This is an optimization exercise on Yosys and OpenROAD, whose aim is small area, a short achievable clock period and few clock cycles per item, not a production implementation. In this exercise RTL edits were held to simulation tests only and were not proved equivalent to the original. Power and IR drop assume default switching activity.

Design fft_top, start of the top module:
module fft_top
(
    input  logic                clk,
    input  logic                rst_n,
    input  logic                in_valid_i,
    input  logic [23:0]         din_i,
    output logic                in_ready_o,
    input  logic                credit_i,
    output logic                out_valid_o,
    output logic [31:0]         dout_o
);
    localparam int SK = fft_pkg::SKID_DEPTH;
    logic        adv;            
    logic [3:0]  pp;             
    logic [2:0]  fv;             
    logic [2:0]  cc;             
    logic [5:0]  st;             
    logic        vb;             
    logic        ov;             
    logic        ir;             
    logic [3:0]  sb;             
    logic [3:0]  pp_n, sb_n;
    logic [2:0]  fv_n, cc_n;
    logic [5:0]  st_n;
    logic        vb_n, adv_n;
    logic        h3, h2, h1, r1, h0, ca, cb;
    logic [3:0]  pp7_n, pp2_n, pp15_n, pp14_n;
    logic [23:0] din_q;
    logic        dv_q;
    logic [23:0] sk [SK];
  ...
Size in the first run: ~4,700 cells after synthesis, ~1,300 flip-flops, about 62 I/O pins, about 54,000 um^2 of cells after synthesis.
clock: 12.0 ns
lec_check: 0
cap_margin: 50
core_margin: 2
core_utilization: 60
slew_margin: 60
run.sh (not shown) runs the stock make flow with config.mk's settings and CLKGATE_MAP_FILE= SYNTH_SCRIPT=/design/flow/synth_recipe.tcl, a recipe that flattens the netlist after the stock synthesis.
The starting point went through all stages and came out clean.
Testbench counts at the start, summed over its fixed seeds: cycles 3,246, frames 192.
Change:
--- a/flow/config.mk
+++ b/flow/config.mk
@@ -8 +8 @@
-export CAP_MARGIN = 50
+export CAP_MARGIN = 20
@@ -10,2 +10,2 @@
-export CORE_UTILIZATION = 60
-export SLEW_MARGIN = 60
+export CORE_UTILIZATION = 40
+export SLEW_MARGIN = 20
What happened: The new run finished clean. Routed wire length falls by 2.1%. Non-clock buffer count falls by 6. Setup slack degrades by 0.60 ns. Cell count rises by 9.9%. Worst hold slack improves by 0.019 ns. Area after synthesis does not change. Design area rises by 0.44%. First-iteration DRC count falls by 19%. Clock power falls by about 4%. Global-route usage falls by 8.1 points. Total power falls by 2.0%.


Another version of the RTL of fft_top (not shown whole).
Size in the first run: about 4,800 cells after synthesis, about 1,300 flip-flops, roughly 62 I/O pins, roughly 54,000 um2 of cells after synthesis.
Settings: LEC_CHECK=0, CAP_MARGIN=50, CORE_MARGIN=2, CORE_UTILIZATION=60, CTS_BUF_LIST=sky130_fd_sc_hd__clkbuf_8, SLEW_MARGIN=60; clock period 12.0 ns.
Testbench counts at the start, summed over its fixed seeds: cycles 3,246, frames 192.
==> next run, changes <==
==> flow/flow/run.sh (new file) <==
#!/bin/bash
set -euo pipefail
export SETUP_SLACK_MARGIN=8.3
bash standard.sh > standard.log 2>&1
==> flow/standard.sh (new file) <==
#!/bin/bash
# synth_recipe.tcl (not shown) runs the flow's synth.tcl, then flattens the netlist and writes it again
# the make line also repeats each setting of config.mk as NAME=value (left out here)
make -C /OpenROAD-flow-scripts/flow DESIGN_CONFIG=/design/flow/config.mk WORK_HOME=/design/flow/orfs CLKGATE_MAP_FILE= SYNTH_SCRIPT=/design/flow/synth_recipe.tcl "${@:-finish}"
CTS_BUF_LIST = default   (was sky130_fd_sc_hd__clkbuf_8)
removed: flow/run.sh
Effect: Worst setup slack is better by 580 ps. Total power shrinks by 0.54%. Critical path depth grows by 16. Cell area rises by 1.8%. Clock skew is higher by 9.3 ps. Global-route usage rose by 0.23 points. Core utilization came out higher by 1.2 points. Synthesized area stays the same.
==> next run, changes <==
==> flow/flow/run.sh (replaced) <==
#!/bin/bash
set -euo pipefail
export SETUP_SLACK_MARGIN=8.2
bash standard.sh > standard.log 2>&1
CAP_MARGIN = 20   (was 50)
SLEW_MARGIN = 20   (was 60)
Outcome: The changed run passed the timing, design-rule and antenna checks; core utilization shrinks by 0.41 points; design area shrinks slightly; hold slack gets better by 15 ps; fmax shrinks slightly; power grows slightly; synthesized cell count is unchanged; worst setup slack gets worse by 50 ps; wire length stays flat; sequential power stays flat; via count barely changes.
==> next run, changes <==
CAP_MARGIN = 50   (was 20)
CTS_CLUSTER_DIAMETER = 110   (was default)
CTS_CLUSTER_SIZE = 30   (was default)
SLEW_MARGIN = 60   (was 20)
What happened:
- design area falls by 4.5%
- die area stays the same
- critical path depth is unchanged
- worst hold slack improved by 17 ps
- routed wire length decreases by 3.3%
- first-iteration DRC count grows by 3.8%
- via count came out lower by 2.4%
- setup slack improved by 36 ps

==> afterwards: timing with drivers on the ports <==
The results above use ideal ports. As a check the final layouts listed here were re-extracted and re-timed, cells and wires unchanged. Step 1 assumes that a clkbuf_16 drives the clock port and a buf_2 every other input. Step 2 also shifts input and output timing later by t, the mid clock arrival at the registers, as if the neighbouring blocks saw the same clock. Three values: ideal ports, drivers, drivers and shift; two values: the first two.
run | shift t [ns] | setup slack, ns | pins driven straight from the clock port
the first run of note 1 | 0.779 | 6.630 / 6.630 / 6.630 | 1
the second run of note 1 | 0.805 | 6.034 / 6.034 / 6.034 | 1
the first run of note 2 | 0.907 | 7.671 / 7.610 / 7.734 | 1
the second run of note 2 | 0.776 | 8.249 / 8.227 / 8.249 | 1
the third run of note 2 | 0.796 | 8.200 / 8.182 / 8.200 | 1
the fourth run of note 2 | 0.712 | 8.235 / 8.201 / 8.235 | 1
After both steps setup and hold are still met in every run listed.
